Source: an optimization exercise on an open RTL-to-GDS flow (aim: a short achievable clock period and few clock cycles). Production flows keep margins and buffers that such runs may drop.
Only simulation tests tie the RTL to the original design; equivalence was not proved.
No activity file was given, so power comes from the tool's default toggle rates.

==> inputs of exp/ember <==
==> flow/design.v (excerpt) <==
module cache_top (
    input  logic                    clk,
    input  logic                    rst_i,
    input  logic                    req_valid_i,
    output logic                    req_ready_o,
    input  logic                    req_we_i,
    input  cache_geom_pkg::sel_t    req_sel_i,
    input  cache_geom_pkg::addr_t   req_addr_i,
    input  cache_geom_pkg::word_t   req_wdata_i,
    output logic                    resp_valid_o,
    output cache_geom_pkg::word_t   resp_rdata_o,
    output logic                    ram_req_valid_o,
    input  logic                    ram_req_ready_i,
    output cache_ctrl_pkg::ram_op_e ram_op_o,
    output cache_geom_pkg::addr_t   ram_addr_o,
    output cache_geom_pkg::word_t   ram_wdata_o,
    input  logic                    ram_resp_valid_i,
    input  cache_geom_pkg::word_t   ram_rdata_i
);
clock: 6.5 ns
lec_check: 0
abc_clock_period_in_ps: 2500
cap_margin: 20
core_margin: 2
core_utilization: 40
setup_slack_margin: 3.8
slew_margin: 20
tns_end_percent: 30
run.sh (not shown) runs the stock make flow with config.mk's settings and CLKGATE_MAP_FILE= SYNTH_SCRIPT=/design/flow/synth_recipe.tcl, a recipe that flattens the netlist after the stock synthesis.
==> inputs of exp/willow, as changes to exp/ember <==
--- a/flow/design.v
+++ b/flow/design.v
@@ -47,14 +47,14 @@
     input  cache_geom_pkg::word_t   ram_rdata_i
 );
     localparam int TAG_W  = cache_geom_pkg::TAG_W;
     localparam int DATA_W = cache_geom_pkg::DATA_W;
     localparam int NL     = cache_geom_pkg::NUM_SETS * cache_geom_pkg::NUM_WAYS;
     localparam int WA_W   = cache_geom_pkg::ADDR_W - cache_geom_pkg::OFFSET_W;
-    localparam int RQ     = 8;    
-    localparam int RR     = 10;   
+    localparam int RQ     = 10;    
+    localparam int RR     = 12;   
     localparam int RR_W   = 4;    
     localparam int ID_W   = 4;    
     localparam int OR_MAX = 12;   
     logic               a_v;
     logic               a_we;
     logic [3:0]         a_sel;
@@ -77,12 +77,15 @@
     logic [NL-1:0][3:0]            wmask_q;
     logic [NL-1:0][ID_W-1:0]       pid_q;
     logic [cache_geom_pkg::NUM_SETS-1:0] lru_q;
     logic [ID_W-1:0] iss_id_q;    
     logic [ID_W-1:0] fil_id_q;    
     logic [ID_W-1:0] ord_q;       
+    logic [ID_W-1:0] fil_id_p1;   
+    logic [NL-1:0]   pm_q;
+    assign fil_id_p1 = fil_id_q + 1'b1;
     logic [1:0]        a_idx;
     logic [TAG_W-1:0]  a_tag;
     logic              a_h0, a_h1;    
     logic              a_vway, a_vdirty;
     logic [TAG_W-1:0]  a_vtag;
     logic              hit0, hit1, hit, way;
@@ -90,13 +93,13 @@
     logic              vdirty;
     logic [NL-1:0]     fill_l;
     assign a_idx = a_wa[1:0];
     assign a_tag = a_wa[WA_W-1:2];
     always_comb begin
         for (int l = 0; l < NL; l++) begin
-            fill_l[l] = ram_resp_valid_i && pend_q[l] && (pid_q[l] == fil_id_q);
+            fill_l[l] = ram_resp_valid_i && pm_q[l];
         end
     end
     assign hit0   = a_h0;
     assign hit1   = a_h1;
     assign hit    = hit0 || hit1;
     assign way    = hit ? hit1 : a_vway;
@@ -132,25 +135,30 @@
             a_sel <= req_sel_i;
             a_wa  <= n_wa;
             a_wd  <= req_wdata_i;
         end
     end
     logic [RQ-1:0]              qv, qw;
+    logic [RQ-1:0]              qm;         
     logic [RQ-1:0]              qop;
     logic [RQ-1:0][WA_W-1:0]    qaddr;
     logic [RQ-1:0][DATA_W-1:0]  qdata;
     logic [RQ-1:0][3:0]         qmask;
     logic [RQ-1:0][ID_W-1:0]    qwid;
     logic                       q_out_v;    
     logic                       q_pop;
     assign q_pop = q_out_v && ram_req_ready_i;
+    logic                       o_op;
+    logic [WA_W-1:0]            o_addr;
+    logic [DATA_W-1:0]          o_data;
     assign ram_req_valid_o = q_out_v;
-    assign ram_op_o        = cache_ctrl_pkg::ram_op_e'(qop[0]);
-    assign ram_addr_o      = {qaddr[0], {cache_geom_pkg::OFFSET_W{1'b0}}};
-    assign ram_wdata_o     = qdata[0];
+    assign ram_op_o        = cache_ctrl_pkg::ram_op_e'(o_op);
+    assign ram_addr_o      = {o_addr, {cache_geom_pkg::OFFSET_W{1'b0}}};
+    assign ram_wdata_o     = o_data;
     logic [RR-1:0]              ev, ew;
+    logic [RR-1:0]              em;    
     logic [RR-1:0][ID_W-1:0]    ewid;
     logic [RR-1:0][3:0]         emask;
     logic [RR-1:0][DATA_W-1:0]  edata;
     logic [RR-1:0]        hp, tp;      
     logic [RR_W:0]        ecnt;
     logic                       resp_valid_q;
@@ -174,19 +182,29 @@
     assign do_hit  = go && hit;
     always_ff @(posedge clk) begin
         if (rst_i) begin
             valid_q  <= '0;
             dirty_q  <= '0;
             pend_q   <= '0;
+            pm_q     <= '0;
             lru_q    <= '0;
             iss_id_q <= '0;
             fil_id_q <= '0;
             ord_q    <= '0;
         end else begin
             ord_q <= ord_n;
-            if (ram_resp_valid_i) fil_id_q <= fil_id_q + 1'b1;
+            if (ram_resp_valid_i) fil_id_q <= fil_id_p1;
+            for (int l = 0; l < NL; l++) begin
+                if (go && line == l[2:0] && !hit) begin
+                    pm_q[l] <= (iss_id_q == (ram_resp_valid_i ? fil_id_p1 : fil_id_q));
+                end else if (fill_l[l]) begin
+                    pm_q[l] <= 1'b0;
+                end else begin
+                    pm_q[l] <= pend_q[l] && (pid_q[l] == (ram_resp_valid_i ? fil_id_p1 : fil_id_q));
+                end
+            end
             if (do_miss) iss_id_q <= iss_id_q + 1'b1;
             if (go) lru_q[a_idx] <= !way;
             for (int l = 0; l < NL; l++) begin
                 if (go && line == l[2:0]) begin
                     if (!hit) begin
                         valid_q[l] <= 1'b1;
@@ -228,13 +246,14 @@
     end
     logic                push1, push2;
     logic                e1_op, e1_w;
     logic [WA_W-1:0]     e1_addr, e2_addr;
     logic [DATA_W-1:0]   e1_data;
     logic [RQ:0]         sv;        
-    logic [RQ-1:0]       s_w, s_op, s_fill;
+    logic [RQ-1:0]       s_w, s_op, s_fill, s_eq0, s_eq1;
+    logic [RQ-1:0]       nqm;
     logic [RQ-1:0][WA_W-1:0]   s_addr;
     logic [RQ-1:0][DATA_W-1:0] s_data;
     logic [RQ-1:0][3:0]        s_mask;
     logic [RQ-1:0][ID_W-1:0]   s_wid;
     logic [RQ-1:0]       nqv, nqw;
     assign push1   = do_miss;
@@ -246,42 +265,50 @@
     assign e1_w    = vdirty && pend_q[vline] && !fill_l[vline];
     always_comb begin
         for (int i = 0; i < RQ; i++) begin
             if (q_pop) begin
                 sv[i]     = (i + 1 < RQ) ? qv[(i + 1) % RQ] : 1'b0;
                 s_w[i]    = qw[(i + 1) % RQ];
+                s_eq0[i]  = qm[(i + 1) % RQ];
+                s_eq1[i]  = (qwid[(i + 1) % RQ] == fil_id_p1);
                 s_op[i]   = qop[(i + 1) % RQ];
                 s_addr[i] = qaddr[(i + 1) % RQ];
                 s_data[i] = qdata[(i + 1) % RQ];
                 s_mask[i] = qmask[(i + 1) % RQ];
                 s_wid[i]  = qwid[(i + 1) % RQ];
             end else begin
                 sv[i]     = qv[i];
                 s_w[i]    = qw[i];
+                s_eq0[i]  = qm[i];
+                s_eq1[i]  = (qwid[i] == fil_id_p1);
                 s_op[i]   = qop[i];
                 s_addr[i] = qaddr[i];
                 s_data[i] = qdata[i];
                 s_mask[i] = qmask[i];
                 s_wid[i]  = qwid[i];
             end
-            s_fill[i] = s_w[i] && ram_resp_valid_i && (s_wid[i] == fil_id_q);
+            s_fill[i] = ram_resp_valid_i && s_eq0[i];
         end
         sv[RQ] = 1'b0;
     end
     logic [RQ-1:0] slot1, slot2;
     always_comb begin
         for (int i = 0; i < RQ; i++) begin
             slot1[i] = !sv[i] && ((i == 0) ? 1'b1 : sv[(i + RQ - 1) % RQ]);
             slot2[i] = (i == 0) ? 1'b0 : slot1[(i + RQ - 1) % RQ];
             nqv[i]   = sv[i] || (slot1[i] && push1) || (slot2[i] && push2);
             if (sv[i]) begin
                 nqw[i] = s_w[i] && !s_fill[i];
+                nqm[i] = s_w[i] && !ram_resp_valid_i && s_eq0[i] ||
+                         s_w[i] && ram_resp_valid_i && !s_eq0[i] && s_eq1[i];
             end else if (slot1[i]) begin
                 nqw[i] = e1_w;
+                nqm[i] = e1_w && (pid_q[vline] == (ram_resp_valid_i ? fil_id_p1 : fil_id_q));
             end else begin
                 nqw[i] = 1'b0;
+                nqm[i] = 1'b0;
             end
         end
     end
     always_ff @(posedge clk) begin
         if (rst_i) begin
             qv      <= '0;
@@ -293,13 +320,25 @@
                        (ram_resp_valid_i || (do_miss ? (ord_q < OR_MAX - 1) : (ord_q < OR_MAX)));
             qv      <= nqv;
             q_out_v <= nqv[0] && !nqw[0];
         end
     end
     always_ff @(posedge clk) begin
+        if (sv[0]) begin
+            o_op   <= s_op[0];
+            o_addr <= s_addr[0];
+            o_data <= s_fill[0] ? merge(s_mask[0], s_data[0], ram_rdata_i) : s_data[0];
+        end else begin
+            o_op   <= e1_op;
+            o_addr <= e1_addr;
+            o_data <= e1_data;
+        end
+    end
+    always_ff @(posedge clk) begin
         qw <= nqw;
+        qm <= nqm;
         for (int i = 0; i < RQ; i++) begin
             if (sv[i]) begin
                 qop[i]   <= s_op[i];
                 qaddr[i] <= s_addr[i];
                 qdata[i] <= s_fill[i] ? merge(s_mask[i], s_data[i], ram_rdata_i) : s_data[i];
                 qmask[i] <= s_mask[i];
@@ -330,13 +369,13 @@
     always_comb begin
         h_fill  = 1'b0;
         h_ready = 1'b0;
         h_data  = '0;
         h_mask  = '0;
         for (int i = 0; i < RR; i++) begin
-            e_fill[i] = ew[i] && ram_resp_valid_i && (ewid[i] == fil_id_q);
+            e_fill[i] = ram_resp_valid_i && em[i];
             if (hp[i]) begin
                 h_fill  = h_fill | e_fill[i];
                 h_ready = h_ready | (ev[i] && (!ew[i] || e_fill[i]));
                 h_data  = h_data | edata[i];
                 h_mask  = h_mask | emask[i];
             end
@@ -391,20 +430,22 @@
             ecnt <= ecnt_n;
         end
     end
     always_ff @(posedge clk) begin
         for (int i = 0; i < RR; i++) begin
             if (c_v && c_tp[i]) begin
+                em[i]    <= n_wait && (n_wid == (ram_resp_valid_i ? fil_id_p1 : fil_id_q));
                 ew[i]    <= n_wait;
                 ewid[i]  <= n_wid;
                 emask[i] <= n_mask;
                 edata[i] <= n_data;
             end else if (e_fill[i]) begin
+                em[i]    <= 1'b0;
                 ew[i]    <= 1'b0;
                 edata[i] <= merge(emask[i], edata[i], ram_rdata_i);
+            end else if (ram_resp_valid_i) begin
+                em[i]    <= ew[i] && (ewid[i] == fil_id_p1);
             end
         end
-        if (e_pop) begin
-            resp_rdata_q <= h_fill ? merge(h_mask, h_data, ram_rdata_i) : h_data;
-        end
+        resp_rdata_q <= h_fill ? merge(h_mask, h_data, ram_rdata_i) : h_data;
     end
 endmodule
==> inputs of exp/cedar, as changes to exp/ember <==
--- a/flow/design.v
+++ b/flow/design.v
@@ -52,26 +52,31 @@
     localparam int WA_W   = cache_geom_pkg::ADDR_W - cache_geom_pkg::OFFSET_W;
     localparam int RQ     = 8;    
     localparam int RR     = 10;   
     localparam int RR_W   = 4;    
     localparam int ID_W   = 4;    
     localparam int OR_MAX = 12;   
-    logic               a_v;
-    logic               a_we;
-    logic [3:0]         a_sel;
-    logic [WA_W-1:0]    a_wa;
-    logic [DATA_W-1:0]  a_wd;
+    logic               a_v, s_v;
+    logic               a_we, s_we;
+    logic [3:0]         a_sel, s_sel;
+    logic [WA_W-1:0]    a_wa, s_wa;
+    logic [DATA_W-1:0]  a_wd, s_wd;
     logic               go;
-    logic               ok_q;
     logic               do_miss, do_hit;
-    assign req_ready_o = !a_v || ok_q;
+    assign req_ready_o = !s_v;
     always_ff @(posedge clk) begin
         if (rst_i) begin
             a_v <= 1'b0;
-        end else if (!a_v || go) begin
-            a_v <= req_valid_i;
+            s_v <= 1'b0;
+        end else begin
+            if (!a_v || go) begin
+                a_v <= s_v || req_valid_i;
+                s_v <= 1'b0;
+            end else if (req_valid_i && !s_v) begin
+                s_v <= 1'b1;
+            end
         end
     end
     logic [NL-1:0]                 valid_q, dirty_q, pend_q;
     logic [NL-1:0][TAG_W-1:0]      tag_q;
     logic [NL-1:0][DATA_W-1:0]     data_q;
     logic [NL-1:0][3:0]            wmask_q;
@@ -107,13 +112,13 @@
     logic [TAG_W-1:0]  n_tag;
     logic [NL-1:0]     n_match;
     logic              n_eq_a;
     logic [NL-1:0]     alloc_l;
     logic              n_vway;
     logic [2:0]        n_vline;
-    assign n_wa   = req_addr_i[cache_geom_pkg::ADDR_W-1:cache_geom_pkg::OFFSET_W];
+    assign n_wa   = s_v ? s_wa : req_addr_i[cache_geom_pkg::ADDR_W-1:cache_geom_pkg::OFFSET_W];
     assign n_tag  = n_wa[WA_W-1:2];
     assign n_eq_a = (a_tag == n_tag);
     always_comb begin
         for (int l = 0; l < NL; l++) begin
             alloc_l[l] = do_miss && (line == l[2:0]);
             n_match[l] = alloc_l[l] ? n_eq_a : (valid_q[l] && (tag_q[l] == n_tag));
@@ -125,16 +130,29 @@
         if (!a_v || go) begin
             a_h0 <= n_match[{n_wa[1:0], 1'b0}];
             a_h1 <= n_match[{n_wa[1:0], 1'b1}];
             a_vway   <= n_vway;
             a_vtag   <= tag_q[n_vline];
             a_vdirty <= valid_q[n_vline] && dirty_q[n_vline];
-            a_we  <= req_we_i;
-            a_sel <= req_sel_i;
-            a_wa  <= n_wa;
-            a_wd  <= req_wdata_i;
+            if (s_v) begin
+                a_we  <= s_we;
+                a_sel <= s_sel;
+                a_wa  <= s_wa;
+                a_wd  <= s_wd;
+            end else begin
+                a_we  <= req_we_i;
+                a_sel <= req_sel_i;
+                a_wa  <= req_addr_i[cache_geom_pkg::ADDR_W-1:cache_geom_pkg::OFFSET_W];
+                a_wd  <= req_wdata_i;
+            end
+        end
+        if (!s_v) begin
+            s_we  <= req_we_i;
+            s_sel <= req_sel_i;
+            s_wa  <= req_addr_i[cache_geom_pkg::ADDR_W-1:cache_geom_pkg::OFFSET_W];
+            s_wd  <= req_wdata_i;
         end
     end
     logic [RQ-1:0]              qv, qw;
     logic [RQ-1:0]              qop;
     logic [RQ-1:0][WA_W-1:0]    qaddr;
     logic [RQ-1:0][DATA_W-1:0]  qdata;
@@ -154,12 +172,13 @@
     logic [RR-1:0]        hp, tp;      
     logic [RR_W:0]        ecnt;
     logic                       resp_valid_q;
     logic [DATA_W-1:0]          resp_rdata_q;
     assign resp_valid_o = resp_valid_q;
     assign resp_rdata_o = resp_rdata_q;
+    logic              ok_q;
     logic              e_pop;
     logic [RR_W:0]     ecnt_n;
     logic [ID_W-1:0]   ord_n;
     assign go     = a_v && ok_q;
     assign ecnt_n = (go == e_pop) ? ecnt : (go ? ecnt + 1'b1 : ecnt - 1'b1);
     assign ord_n  = ord_q + (do_miss ? 1'b1 : 1'b0) - (ram_resp_valid_i ? 1'b1 : 1'b0);
CAP_MARGIN = 30   (was 20)
SLEW_MARGIN = 30   (was 20)
TNS_END_PERCENT = not set   (was 30)
==> inputs of exp/onyx, as changes to exp/ember <==
--- a/flow/design.v
+++ b/flow/design.v
@@ -47,14 +47,14 @@
     input  cache_geom_pkg::word_t   ram_rdata_i
 );
     localparam int TAG_W  = cache_geom_pkg::TAG_W;
     localparam int DATA_W = cache_geom_pkg::DATA_W;
     localparam int NL     = cache_geom_pkg::NUM_SETS * cache_geom_pkg::NUM_WAYS;
     localparam int WA_W   = cache_geom_pkg::ADDR_W - cache_geom_pkg::OFFSET_W;
-    localparam int RQ     = 8;    
-    localparam int RR     = 10;   
+    localparam int RQ     = 10;    
+    localparam int RR     = 12;   
     localparam int RR_W   = 4;    
     localparam int ID_W   = 4;    
     localparam int OR_MAX = 12;   
     logic               a_v;
     logic               a_we;
     logic [3:0]         a_sel;
@@ -77,12 +77,15 @@
     logic [NL-1:0][3:0]            wmask_q;
     logic [NL-1:0][ID_W-1:0]       pid_q;
     logic [cache_geom_pkg::NUM_SETS-1:0] lru_q;
     logic [ID_W-1:0] iss_id_q;    
     logic [ID_W-1:0] fil_id_q;    
     logic [ID_W-1:0] ord_q;       
+    logic [ID_W-1:0] fil_id_p1;   
+    logic [NL-1:0]   pm_q;
+    assign fil_id_p1 = fil_id_q + 1'b1;
     logic [1:0]        a_idx;
     logic [TAG_W-1:0]  a_tag;
     logic              a_h0, a_h1;    
     logic              a_vway, a_vdirty;
     logic [TAG_W-1:0]  a_vtag;
     logic              hit0, hit1, hit, way;
@@ -90,13 +93,13 @@
     logic              vdirty;
     logic [NL-1:0]     fill_l;
     assign a_idx = a_wa[1:0];
     assign a_tag = a_wa[WA_W-1:2];
     always_comb begin
         for (int l = 0; l < NL; l++) begin
-            fill_l[l] = ram_resp_valid_i && pend_q[l] && (pid_q[l] == fil_id_q);
+            fill_l[l] = ram_resp_valid_i && pm_q[l];
         end
     end
     assign hit0   = a_h0;
     assign hit1   = a_h1;
     assign hit    = hit0 || hit1;
     assign way    = hit ? hit1 : a_vway;
@@ -132,12 +135,13 @@
             a_sel <= req_sel_i;
             a_wa  <= n_wa;
             a_wd  <= req_wdata_i;
         end
     end
     logic [RQ-1:0]              qv, qw;
+    logic [RQ-1:0]              qm;         
     logic [RQ-1:0]              qop;
     logic [RQ-1:0][WA_W-1:0]    qaddr;
     logic [RQ-1:0][DATA_W-1:0]  qdata;
     logic [RQ-1:0][3:0]         qmask;
     logic [RQ-1:0][ID_W-1:0]    qwid;
     logic                       q_out_v;    
@@ -145,12 +149,13 @@
     assign q_pop = q_out_v && ram_req_ready_i;
     assign ram_req_valid_o = q_out_v;
     assign ram_op_o        = cache_ctrl_pkg::ram_op_e'(qop[0]);
     assign ram_addr_o      = {qaddr[0], {cache_geom_pkg::OFFSET_W{1'b0}}};
     assign ram_wdata_o     = qdata[0];
     logic [RR-1:0]              ev, ew;
+    logic [RR-1:0]              em;    
     logic [RR-1:0][ID_W-1:0]    ewid;
     logic [RR-1:0][3:0]         emask;
     logic [RR-1:0][DATA_W-1:0]  edata;
     logic [RR-1:0]        hp, tp;      
     logic [RR_W:0]        ecnt;
     logic                       resp_valid_q;
@@ -174,19 +179,29 @@
     assign do_hit  = go && hit;
     always_ff @(posedge clk) begin
         if (rst_i) begin
             valid_q  <= '0;
             dirty_q  <= '0;
             pend_q   <= '0;
+            pm_q     <= '0;
             lru_q    <= '0;
             iss_id_q <= '0;
             fil_id_q <= '0;
             ord_q    <= '0;
         end else begin
             ord_q <= ord_n;
-            if (ram_resp_valid_i) fil_id_q <= fil_id_q + 1'b1;
+            if (ram_resp_valid_i) fil_id_q <= fil_id_p1;
+            for (int l = 0; l < NL; l++) begin
+                if (go && line == l[2:0] && !hit) begin
+                    pm_q[l] <= (iss_id_q == (ram_resp_valid_i ? fil_id_p1 : fil_id_q));
+                end else if (fill_l[l]) begin
+                    pm_q[l] <= 1'b0;
+                end else begin
+                    pm_q[l] <= pend_q[l] && (pid_q[l] == (ram_resp_valid_i ? fil_id_p1 : fil_id_q));
+                end
+            end
             if (do_miss) iss_id_q <= iss_id_q + 1'b1;
             if (go) lru_q[a_idx] <= !way;
             for (int l = 0; l < NL; l++) begin
                 if (go && line == l[2:0]) begin
                     if (!hit) begin
                         valid_q[l] <= 1'b1;
@@ -228,13 +243,14 @@
     end
     logic                push1, push2;
     logic                e1_op, e1_w;
     logic [WA_W-1:0]     e1_addr, e2_addr;
     logic [DATA_W-1:0]   e1_data;
     logic [RQ:0]         sv;        
-    logic [RQ-1:0]       s_w, s_op, s_fill;
+    logic [RQ-1:0]       s_w, s_op, s_fill, s_eq0, s_eq1;
+    logic [RQ-1:0]       nqm;
     logic [RQ-1:0][WA_W-1:0]   s_addr;
     logic [RQ-1:0][DATA_W-1:0] s_data;
     logic [RQ-1:0][3:0]        s_mask;
     logic [RQ-1:0][ID_W-1:0]   s_wid;
     logic [RQ-1:0]       nqv, nqw;
     assign push1   = do_miss;
@@ -246,42 +262,50 @@
     assign e1_w    = vdirty && pend_q[vline] && !fill_l[vline];
     always_comb begin
         for (int i = 0; i < RQ; i++) begin
             if (q_pop) begin
                 sv[i]     = (i + 1 < RQ) ? qv[(i + 1) % RQ] : 1'b0;
                 s_w[i]    = qw[(i + 1) % RQ];
+                s_eq0[i]  = qm[(i + 1) % RQ];
+                s_eq1[i]  = (qwid[(i + 1) % RQ] == fil_id_p1);
                 s_op[i]   = qop[(i + 1) % RQ];
                 s_addr[i] = qaddr[(i + 1) % RQ];
                 s_data[i] = qdata[(i + 1) % RQ];
                 s_mask[i] = qmask[(i + 1) % RQ];
                 s_wid[i]  = qwid[(i + 1) % RQ];
             end else begin
                 sv[i]     = qv[i];
                 s_w[i]    = qw[i];
+                s_eq0[i]  = qm[i];
+                s_eq1[i]  = (qwid[i] == fil_id_p1);
                 s_op[i]   = qop[i];
                 s_addr[i] = qaddr[i];
                 s_data[i] = qdata[i];
                 s_mask[i] = qmask[i];
                 s_wid[i]  = qwid[i];
             end
-            s_fill[i] = s_w[i] && ram_resp_valid_i && (s_wid[i] == fil_id_q);
+            s_fill[i] = ram_resp_valid_i && s_eq0[i];
         end
         sv[RQ] = 1'b0;
     end
     logic [RQ-1:0] slot1, slot2;
     always_comb begin
         for (int i = 0; i < RQ; i++) begin
             slot1[i] = !sv[i] && ((i == 0) ? 1'b1 : sv[(i + RQ - 1) % RQ]);
             slot2[i] = (i == 0) ? 1'b0 : slot1[(i + RQ - 1) % RQ];
             nqv[i]   = sv[i] || (slot1[i] && push1) || (slot2[i] && push2);
             if (sv[i]) begin
                 nqw[i] = s_w[i] && !s_fill[i];
+                nqm[i] = s_w[i] && !ram_resp_valid_i && s_eq0[i] ||
+                         s_w[i] && ram_resp_valid_i && !s_eq0[i] && s_eq1[i];
             end else if (slot1[i]) begin
                 nqw[i] = e1_w;
+                nqm[i] = e1_w && (pid_q[vline] == (ram_resp_valid_i ? fil_id_p1 : fil_id_q));
             end else begin
                 nqw[i] = 1'b0;
+                nqm[i] = 1'b0;
             end
         end
     end
     always_ff @(posedge clk) begin
         if (rst_i) begin
             qv      <= '0;
@@ -294,12 +318,13 @@
             qv      <= nqv;
             q_out_v <= nqv[0] && !nqw[0];
         end
     end
     always_ff @(posedge clk) begin
         qw <= nqw;
+        qm <= nqm;
         for (int i = 0; i < RQ; i++) begin
             if (sv[i]) begin
                 qop[i]   <= s_op[i];
                 qaddr[i] <= s_addr[i];
                 qdata[i] <= s_fill[i] ? merge(s_mask[i], s_data[i], ram_rdata_i) : s_data[i];
                 qmask[i] <= s_mask[i];
@@ -330,13 +355,13 @@
     always_comb begin
         h_fill  = 1'b0;
         h_ready = 1'b0;
         h_data  = '0;
         h_mask  = '0;
         for (int i = 0; i < RR; i++) begin
-            e_fill[i] = ew[i] && ram_resp_valid_i && (ewid[i] == fil_id_q);
+            e_fill[i] = ram_resp_valid_i && em[i];
             if (hp[i]) begin
                 h_fill  = h_fill | e_fill[i];
                 h_ready = h_ready | (ev[i] && (!ew[i] || e_fill[i]));
                 h_data  = h_data | edata[i];
                 h_mask  = h_mask | emask[i];
             end
@@ -391,19 +416,23 @@
             ecnt <= ecnt_n;
         end
     end
     always_ff @(posedge clk) begin
         for (int i = 0; i < RR; i++) begin
             if (c_v && c_tp[i]) begin
+                em[i]    <= n_wait && (n_wid == (ram_resp_valid_i ? fil_id_p1 : fil_id_q));
                 ew[i]    <= n_wait;
                 ewid[i]  <= n_wid;
                 emask[i] <= n_mask;
                 edata[i] <= n_data;
             end else if (e_fill[i]) begin
+                em[i]    <= 1'b0;
                 ew[i]    <= 1'b0;
                 edata[i] <= merge(emask[i], edata[i], ram_rdata_i);
+            end else if (ram_resp_valid_i) begin
+                em[i]    <= ew[i] && (ewid[i] == fil_id_p1);
             end
         end
         if (e_pop) begin
             resp_rdata_q <= h_fill ? merge(h_mask, h_data, ram_rdata_i) : h_data;
         end
     end
==> comparison <==
Flip-flop and latch count: exp/cedar is lower than exp/willow (198).
Of exp/ember and exp/willow, exp/willow has the higher clock power (gap about 10%, measured against exp/willow).
The lowest sequential share of layout area belongs to exp/cedar, the highest to exp/onyx.
Register-to-register slack, highest first: exp/onyx, exp/willow, exp/cedar, exp/ember.
Setup slack: exp/willow is better than exp/ember (210 ps).
In exp/ember the hold slack is lower than in exp/onyx, by 11 ps.
Area after synthesis: exp/ember < exp/cedar < exp/onyx < exp/willow.
Final area, lowest first: exp/ember, exp/cedar, exp/onyx, exp/willow.
Die area, highest first: exp/willow, exp/onyx, exp/cedar, exp/ember.
Testbench counts of exp/ember, summed over its fixed seeds: cycles 24,252.
Testbench counts of exp/willow, summed over its fixed seeds: cycles 24,150.
Testbench counts of exp/cedar, summed over its fixed seeds: cycles 24,252.
Testbench counts of exp/onyx, summed over its fixed seeds: cycles 24,150.

-- static timing again, ports no longer ideal --
No port has a modelled driver above. Below, the same layouts with a new extraction and two added sets of constraints. Step 1 sets driving cells, clkbuf_16 on the clock port and buf_2 on the other inputs (assumed; they add their load-dependent delay and slew). Step 2, shift: input delay + t, output delay - t, t = (earliest + latest rising clock arrival at the registers) / 2. This alone moves slack from input paths to output paths. Three values: ideal, step 1, step 2; two values: the first two.
| run | shift t [ns] | setup WS [ns] | worst slew at a driven data input, ns |
|---|---|---|---|
| exp/ember | 0.956 | 3.354 / 3.222 / 2.267 | 0.25 |
| exp/willow | 0.969 | 3.562 / 3.496 / 2.665 | 0.20 |
| exp/cedar | 0.924 | 3.270 / 3.285 / 2.360 | 0.24 |
| exp/onyx | 0.965 | 3.582 / 3.486 / 2.597 | 0.21 |
After both steps setup and hold are still met in every run listed. The setup slack of exp/ember, which loses most, moves by -0.132 ns with the drivers and by -1.087 ns with both steps.
